This is an optimization exercise on Yosys and OpenROAD, whose aim is small area, a short achievable clock period and few clock cycles per item, not a production implementation.
Only simulation tests tie the RTL to the original design; equivalence was not proved.
No activity file was given, so power comes from the tool's default toggle rates.

==> design/flow/design.v <==
package mdfr_pkg;
  localparam int unsigned MAC_W     = 48;
  localparam int unsigned ID_W      = 16;
  localparam int unsigned KIND_W    = 8;
  localparam int unsigned ACT_W     = 3;
  localparam int unsigned OCC_W     = 5;
  localparam int unsigned ENTRIES_D = 16;
  localparam logic [KIND_W-1:0] KIND_BCAST    = 8'd1;
  localparam logic [KIND_W-1:0] KIND_TARGETED = 8'd2;
  localparam logic [ACT_W-1:0] ACT_OWN      = 3'd0;
  localparam logic [ACT_W-1:0] ACT_DUP      = 3'd1;
  localparam logic [ACT_W-1:0] ACT_DELIVER  = 3'd2;
  localparam logic [ACT_W-1:0] ACT_BCAST    = 3'd3;
  localparam logic [ACT_W-1:0] ACT_TARGETED = 3'd4;
  localparam logic [ACT_W-1:0] ACT_PASS     = 3'd5;
endpackage
import mdfr_pkg::*;
module mdfr_store #(
  parameter int unsigned ENTRIES = mdfr_pkg::ENTRIES_D
) (
  input  logic                        clk,
  input  logic                        rst,
  input  logic [mdfr_pkg::MAC_W-1:0]  in_origin,
  input  logic [mdfr_pkg::ID_W-1:0]   in_id,
  input  logic                        cand,        
  output logic                        dup,         
  output logic                        ins,         
  output logic [ENTRIES-1:0]          live,        
  output logic [ENTRIES-1:0]          live_ins     
);
  logic [mdfr_pkg::MAC_W-1:0] s_origin [ENTRIES];
  logic [mdfr_pkg::ID_W-1:0]  s_id     [ENTRIES];
  logic [ENTRIES-1:0]         nz;
  logic [ENTRIES-1:0]         nz_ins;
  logic [mdfr_pkg::MAC_W-1:0] f_origin;    
  logic [mdfr_pkg::ID_W-1:0]  f_id;
  logic                       f_idnz;
  localparam int unsigned LO_W = mdfr_pkg::MAC_W / 3;
  logic [ENTRIES-1:0]         hit_lo_in, hit_hi_in;      
  logic                       prev_lo_in, prev_hi_in;    
  logic [ENTRIES-1:0]         hit_lo_r, hit_hi_r;
  logic                       prev_lo_r, prev_hi_r;
  logic [ENTRIES-1:0]         moved;       
  logic [ENTRIES-1:0]         shen;
  logic [ENTRIES-1:0]         hit;
  always_comb begin
    for (int i = 0; i < ENTRIES; i++) begin
      hit_lo_in[i] = (s_id[i] == in_id) && (s_origin[i][LO_W-1:0] == in_origin[LO_W-1:0]);
      hit_hi_in[i] = (s_origin[i][mdfr_pkg::MAC_W-1:LO_W] == in_origin[mdfr_pkg::MAC_W-1:LO_W]);
    end
  end
  assign prev_lo_in = (f_id == in_id) && (f_origin[LO_W-1:0] == in_origin[LO_W-1:0]);
  assign prev_hi_in = (f_origin[mdfr_pkg::MAC_W-1:LO_W] == in_origin[mdfr_pkg::MAC_W-1:LO_W]);
  always_ff @(posedge clk) begin
    f_origin  <= in_origin;
    f_id      <= in_id;
    f_idnz    <= (in_id != '0);
    hit_lo_r  <= hit_lo_in;
    hit_hi_r  <= hit_hi_in;
    prev_lo_r <= prev_lo_in;
    prev_hi_r <= prev_hi_in;
    moved     <= shen;
  end
  always_comb begin
    hit[0] = live[0] && (moved[0] ? (prev_lo_r && prev_hi_r) : (hit_lo_r[0] && hit_hi_r[0]));
    for (int i = 1; i < ENTRIES; i++) begin
      hit[i] = live[i] && (moved[i] ? (hit_lo_r[i-1] && hit_hi_r[i-1])
                                    : (hit_lo_r[i] && hit_hi_r[i]));
    end
  end
  assign dup = |hit;
  assign ins = cand && !dup;
  always_comb begin
    shen[0] = ins;
    for (int i = 1; i < ENTRIES; i++) begin
      shen[i] = ins && live[i-1];
    end
  end
  always_comb begin
    nz_ins[0] = f_idnz;
    for (int i = 1; i < ENTRIES; i++) begin
      nz_ins[i] = live[i-1] || nz[i];
    end
    live_ins[0] = nz_ins[0];
    for (int i = 1; i < ENTRIES; i++) begin
      live_ins[i] = live_ins[i-1] && nz_ins[i];
    end
  end
  always_ff @(posedge clk) begin
    if (shen[0]) begin
      s_origin[0] <= f_origin;
      s_id[0]     <= f_id;
    end
    for (int i = 1; i < ENTRIES; i++) begin
      if (shen[i]) begin
        s_origin[i] <= s_origin[i-1];
        s_id[i]     <= s_id[i-1];
      end
    end
  end
  always_ff @(posedge clk) begin
    if (rst) begin
      nz   <= '0;
      live <= '0;
    end else if (ins) begin
      nz   <= nz_ins;
      live <= live_ins;
    end
  end
endmodule
import mdfr_pkg::*;
module mdfr_ctrl #(
  parameter int unsigned W = 8
) (
  input  logic         clk,
  input  logic         rst,
  input  logic         take,        
  input  logic         push,
  input  logic [W-1:0] push_data,
  output logic         in_ready,
  output logic         out_valid,
  input  logic         out_ready,
  output logic [W-1:0] out_data
);
  logic [W-1:0] q1, q2;
  logic [1:0]   fc;         
  logic [1:0]   cnt;        
  logic         pop;
  logic [1:0]   fc_pop, fc_next;
  logic [2:0]   cnt_next;
  assign pop      = out_valid && out_ready;
  assign fc_pop   = fc - {1'b0, pop};
  assign fc_next  = fc_pop + {1'b0, push};
  assign cnt_next = {1'b0, cnt} + {2'b0, take} - {2'b0, pop};
  always_ff @(posedge clk) begin
    if (rst) begin
      fc        <= '0;
      cnt       <= '0;
      out_valid <= 1'b0;
      in_ready  <= 1'b1;
    end else begin
      fc        <= fc_next;
      cnt       <= cnt_next[1:0];
      out_valid <= (fc_next != 2'd0);
      in_ready  <= (cnt_next <= 3'd2);
    end
  end
  always_ff @(posedge clk) begin
    if (push && fc_pop == 2'd0) out_data <= push_data;
    else if (pop)               out_data <= q1;
    if (push && fc_pop == 2'd1) q1 <= push_data;
    else if (pop)               q1 <= q2;
    if (push && fc_pop == 2'd2) q2 <= push_data;
  end
endmodule
import mdfr_pkg::*;
module mesh_duplicate_filter_relay_unit #(
  parameter int unsigned ENTRIES = mdfr_pkg::ENTRIES_D
) (
  input  logic                        clk,
  input  logic                        rst,
  input  logic                        cfg_we,
  input  logic [mdfr_pkg::MAC_W-1:0]  cfg_wdata,    
  input  logic                        s_tvalid,
  output logic                        s_tready,
  input  logic [159:0]                s_tdata,      
  input  logic [7:0]                  s_tuser,      
  output logic                        m_tvalid,
  input  logic                        m_tready,
  output logic [7:0]                  m_tdata,      
  output logic [2:0]                  m_tuser       
);
  logic [MAC_W-1:0]   self_mac;
  logic               take;
  logic               v2;          
  logic               cand2;       
  logic               own2;
  logic [ACT_W-1:0]   act_new2;    
  logic [ACT_W-1:0]   act_new_in;
  logic               own_in;
  logic               dup, ins;
  logic [ENTRIES-1:0] live, live_ins;
  logic [OCC_W-1:0]   occ;
  logic [ACT_W-1:0]   act;
  logic [7:0]         out_data;
  assign take   = s_tvalid && s_tready;
  assign own_in = (s_tdata[47:0] == self_mac);
  always_comb begin
    if (s_tdata[95:48] == self_mac)          act_new_in = ACT_DELIVER;
    else if (s_tuser == KIND_BCAST)          act_new_in = ACT_BCAST;
    else if (s_tuser == KIND_TARGETED)       act_new_in = ACT_TARGETED;
    else                                     act_new_in = ACT_PASS;
  end
  always_ff @(posedge clk) begin
    if (rst) begin
      self_mac <= '0;
      v2       <= 1'b0;
      cand2    <= 1'b0;
    end else begin
      if (cfg_we) self_mac <= cfg_wdata;
      v2    <= take;
      cand2 <= take && !own_in;
    end
  end
  always_ff @(posedge clk) begin
    own2     <= own_in;
    act_new2 <= act_new_in;
  end
  mdfr_store #(.ENTRIES(ENTRIES)) u_store (
    .clk       (clk),
    .rst       (rst),
    .in_origin (s_tdata[47:0]),
    .in_id     (s_tdata[111:96]),
    .cand      (cand2),
    .dup       (dup),
    .ins       (ins),
    .live      (live),
    .live_ins  (live_ins)
  );
  logic [OCC_W-1:0] occ_old, occ_new;
  always_comb begin
    occ_old = '0;
    occ_new = '0;
    for (int i = 0; i < ENTRIES - 1; i++) begin
      if (live[i] && !live[i+1])         occ_old = OCC_W'(i + 1);
      if (live_ins[i] && !live_ins[i+1]) occ_new = OCC_W'(i + 1);
    end
    if (live[ENTRIES-1])     occ_old = OCC_W'(ENTRIES);
    if (live_ins[ENTRIES-1]) occ_new = OCC_W'(ENTRIES);
  end
  assign occ     = ins ? occ_new : occ_old;
  assign act     = own2 ? ACT_OWN : (dup ? ACT_DUP : act_new2);
  mdfr_ctrl #(.W(8)) u_ctrl (
    .clk       (clk),
    .rst       (rst),
    .take      (take),
    .push      (v2),
    .push_data ({act, occ}),
    .in_ready  (s_tready),
    .out_valid (m_tvalid),
    .out_ready (m_tready),
    .out_data  (out_data)
  );
  assign m_tuser = out_data[7:5];
  assign m_tdata = {3'b000, out_data[4:0]};
endmodule
==> design/flow/flow/run.sh <==
#!/bin/bash
# Standard ORFS layout with two changes: port buffers are the smallest plain buffer (the
# resizer still upsizes where timing needs it) and clock tree synthesis adds no dummy loads.
set -euo pipefail
export BUFFER_PORTS_ARGS="-buffer_cell sky130_fd_sc_hd__buf_1"
export CTS_ARGS="-sink_clustering_enable -repair_clock_nets -sink_clustering_size 25 -sink_clustering_max_diameter 70 -buf_list sky130_fd_sc_hd__clkbuf_16 -dont_use_dummy_load"
bash standard.sh finish > flow.log 2>&1
==> design/flow/standard.sh <==
#!/bin/bash
# synth_recipe.tcl (not shown) runs the flow's synth.tcl, then flattens the netlist and writes it again
# the make line also repeats each setting of config.mk as NAME=value (left out here)
make -C /OpenROAD-flow-scripts/flow DESIGN_CONFIG=/design/flow/config.mk WORK_HOME=/design/flow/orfs CLKGATE_MAP_FILE= SYNTH_SCRIPT=/design/flow/synth_recipe.tcl "${@:-finish}"
==> design/flow/config.mk <==
export PLATFORM = sky130hd
export DESIGN_NAME = mesh_duplicate_filter_relay_unit
export DESIGN_NICKNAME = mesh_duplicate_filter_relay_unit
export VERILOG_FILES = /design/flow/design.v
export SDC_FILE = /design/flow/constraint.sdc
export NUM_CORES = 4
export LEC_CHECK = 0
export ABC_AREA = 1
export CAP_MARGIN = 20
export CORE_MARGIN = 2
export CORE_UTILIZATION = 50
export CTS_BUF_LIST = sky130_fd_sc_hd__clkbuf_16
export CTS_CLUSTER_DIAMETER = 70
export CTS_CLUSTER_SIZE = 25
export HOLD_SLACK_MARGIN = 0
export SETUP_SLACK_MARGIN = 4.0
export SLEW_MARGIN = 20
export TNS_END_PERCENT = 0
==> design/flow/constraint.sdc <==
create_clock -name core_clock -period 6.0 [get_ports {clk}]
set_input_delay 1.2000 -clock core_clock [delete_from_list [all_inputs] [get_ports {clk}]]
set_output_delay 1.2000 -clock core_clock [all_outputs]
set_load 0.01 [all_outputs]
==> results.txt <==
how the worst min path moves through the flow:
stage / start / endpoint / slack [ns] / cells after the start
after detailed placement: u_store.f_origin[17] / u_store.s_origin[0][17] / 0.43 / 0
after CTS: u_store.f_origin[45] / u_store.s_origin[0][45] / 0.41 / 0
final: u_store.f_origin[45] / u_store.s_origin[0][45] / 0.41 / 0
after global placement: u_store.f_id[2] / u_store.s_id[0][2] / 0.43 / 0
after global routing: u_store.f_origin[45] / u_store.s_origin[0][45] / 0.42 / 0
after floorplan: u_store.f_id[0] / u_store.s_id[0][0] / 0.42 / 0
final cells by class:
class	count	area, um2
sequential	1254	35600
multi-input combinational	2213	15700
fill	8398	45200
tap	1380	1730
antenna	1	2.50
inverter	251	1030
clock buffer	73	1830
timing repair buffer	348	2560
timing repair inverter	2	15.0
synth_stat cells (all sizes together), types with 2 or more instances:
cell type,instances
edfxtp,1048
xor2,560
o21ai,81
xnor2,290
ha,4
o2111ai,16
nand2,208
nand3,53
o22ai,112
nor3b,2
dfxtp,206
a211oi,18
nor2,274
nor4,151
o211ai,2
buf,113
a221oi,119
o21bai,6
a21oi,30
nand3b,2
o21a,15
clkinv,4
or2,58
inv,247
clkbuf,57
nor3,23
nand4,143
a31oi,2
and2,13
kinds of logic after synthesis:
| group | Yosys count | synth area share, % |
|---|---|---|
| flops | 1254 | 68.0 |
| fa+ha+maj | 5 | 0.134 |
| simple gates | 928 | 8.99 |
| buf+inv | 421 | 3.32 |
| compound gates | 405 | 5.35 |
| xor+xnor | 850 | 14.2 |
| other cells | 1 | 0.00716 |
layout by cell type, fill, tap and decap left out, types with 119 or more instances in the layout:
master / instances
dfxtp_1: 198
edfxtp_1: 1048
a221oi_1: 119
nand2_1: 197
buf_1: 146
nor2_1: 247
inv_1: 209
nand4_1: 138
nor4_1: 123
xor2_1: 560
xnor2_1: 289
state kept, by name, indices dropped and copies added, names as in the netlist, 2 cells and up:
signal	flops
act_new2	3
u_ctrl.cnt	2
u_store.nz	16
u_ctrl.q2	8
u_store.live	15
u_store.hit_lo_r	16
u_ctrl.out_data	8
self_mac	48
u_ctrl.q1	8
u_store.s_origin	768
u_store.hit_hi_r	16
u_store.s_id	256
u_store.f_origin	48
u_store.moved	16
u_store.f_id	16
u_ctrl.fc	2
critical path, delay by kind of cell:
kind	cells	cell delay (ns)
XOR/XNOR	1	0.12
buffers and inverters	2	0.68
AND/OR/NAND/NOR	3	0.99
power breakdown:
| part | total, mW | switching, mW | internal (mW) |
|---|---|---|---|
| logic | 1.69 | 1.10 | 0.593 |
| registers | 9.83 | 0.171 | 9.66 |
| clock network | 4.80 | 2.63 | 2.17 |
what timing repair did:
action                     4_1_cts  5_1_grt
pin swaps                       31        9
cloned                          25        4
gates resized for setup        124       72
setup endpoints to repair     1216     1216
buffers inserted                57       21
through the flow:
| stage | area (um2) | power [mW] |
|---|---|---|
| after global placement | 54800 | 11.5 |
| final | 58500 | 16.3 |
| after global routing | 58500 | 16.9 |
| after CTS | 57900 | 16.4 |
| after detailed placement | 54800 | 11.5 |
| after floorplan | 52500 | 11.0 |
routing by layer:
layer	wire [um]	up-vias	GRT usage, %	part of all wire (%)
li1	-	14400	-	-
met1	56400	15000	33.2	42
met2	64600	1121	41.8	48
met3	7880	252	3.06	5.9
met4	4710	0	8.39	3.5
met5	0	-	0	0
==> metrics.md <==
| Metric | Value |
|---|---|
| Outcome | no timing/DRC/antenna violations |
| Setup Total Neg Slack | 0 ns |
| Final Util | 56.4% |
| Average routed wire per standard cell | 24.2 um |
| Final net count | 4369 |
| Final period utilization | 41.8% |
| Synthesized cell area | 0.0524 mm2 |
| Initial antenna violation count | 2 |
| Crit path DAT | 3.00 ns |
| Worst setup path start | s_tdata[31] |
| Sequential area share after synthesis | 68.0% |
| Slew @ Worst Pin | 1.01 ns |
| Finished Layout Cells | 5522 |
| RSZ-0062 raised after global routing | yes |
| Final Hold Viols | 0 |
| Max Freq | 399 MHz |
| First-pass GRT wire length | 194 mm |
| Leak | 19.6 nW |
| Largest stage delay, worst path | 0.44 ns |
| TritonRoute pass-1 iters | 5 |
| Area growth syn-to-layout | 11.7% |
| Final hold slack | 0.408 ns |
| R2R Path End | u_store.s_id[1][0] |
| Max VDD drop | 0.195 mV |
| Path depth of the worst reg2reg path | 12 |
| Layout cells sized above 1 | 12.0% |
| Crit path kind | primary input to register |
| Crit Path Max Fanout | 10 |
| IO Port Bufs | 182 |
| Gr ovfl total | 0 |
| Post-DP HPWL | 94.8 mm |
| Die footprint | 0.107 mm2 |
| Worst path cell trace | buf_1 -> buf_4 -> xor2_1 -> nor4_2 -> nand4_1 -> nor3_1 |
| Post-Syn Instances | 3864 |
| Startpoint types | primary input |
| CTS root buffer | clkbuf_16 |
| Via/cell ratio | 5.59 |
| Hold_buf cts | 0 |
| Placement Setup Slack | 2.18 ns |
| Max Root-Sink Buffers | 3 |
| GRT Total Usage | 24.7% |
| Cell taking the most area after synthesis | edfxtp_1 |
| Post-synth top area share | 60.1% |
| Synth top area cells | edfxtp_1 60%, xor2_1 9.4%, dfxtp_1 7.9%, xnor2_1 4.9%, a221oi_1 2.0% |
| Placeable Area | 0.104 mm2 |
| Vias | 30900 |
| Max-cap violations | 0 |
| Worst Path Required | 6.50 ns |
| Pin count of the biggest net entering global routing | 65 |
| Die X-Extent | 328 um |
| HP Class | register to register |
| Final WS setup | 3.49 ns |
| Clk sink count | 1254 |
| Syn avg cell area | 13.6 um2 |
| Ys async rst share | 0% |
| Final Setup Violations | 0 |
| R2R setup slack | 3.68 ns |
| Chip height | 328 um |
| CP Capture Type | register |
| Unique masters post-synth | 53 |
| Final setup skew | 0.0610 ns |
| Top FF cell, synth | edfxtp_1 |
| Reg-to-reg startpoint | u_store.moved[7] |
| DR iter-0 viols | 2909 |
| CP Capture Point | u_store.hit_hi_r[8] |
| CTS tree | yes |
| CTS clk-pin slew, worst paths | 0.09 ns |
| Final Max Tran Viols | 0 |
| Slowest cell on the critical path | nor3_1 |
| Synth Register Bits | 1254 |
| Initial Util | 50.5% |
| DRC | 0 |
| Antenna-violating nets left | 0 |
| Synth warn | 5 |
| Drt total wl | 134 mm |
| I/O pins | 234 |
| Clock Latency Late Sink | 0.68 ns |
| EDFF count, synth | 1048 |
| # rows | 118 |
| Relative slew slack | 32.6% |
| CTS Buf Count | 73 |
| GPL Wtd Cong | 0.950 |
| Dpl cells | 5341 |
| Total power density per cell area | 279 mW/mm2 |
| Final min period | 2.51 ns |
| Number of global-route vias before repair | 30500 |
| H-tree depth | 3 |
Testbench counts, summed over its fixed seeds: cycles 3,216, items 3,200.

static timing again, ports no longer ideal:
The results above use ideal ports. As a check the final layout listed here was re-extracted and re-timed, cells and wires unchanged.
Step 1: set_driving_cell puts a clkbuf_16 on clk and a buf_2 on each other input, an assumption about the parent block.
Step 2 moves the port delays by t, midway between the first and last clock arrival at a register: inputs arrive t later, outputs are due t later. That takes back most of the time a late clock gives input paths.
a / b / c = ideal / step 1 / step 2; a / b = the first two.
t (ns): 0.707
setup slack, ns: 3.494 / 3.541 / 2.835
worst register clock-pin slew, ns: 0.10 / 0.10
pins driven straight from the clock port: 1
After both steps setup and hold are still met in this run. The setup slack of this run moves by +0.047 ns with the drivers and by -0.659 ns with both steps.
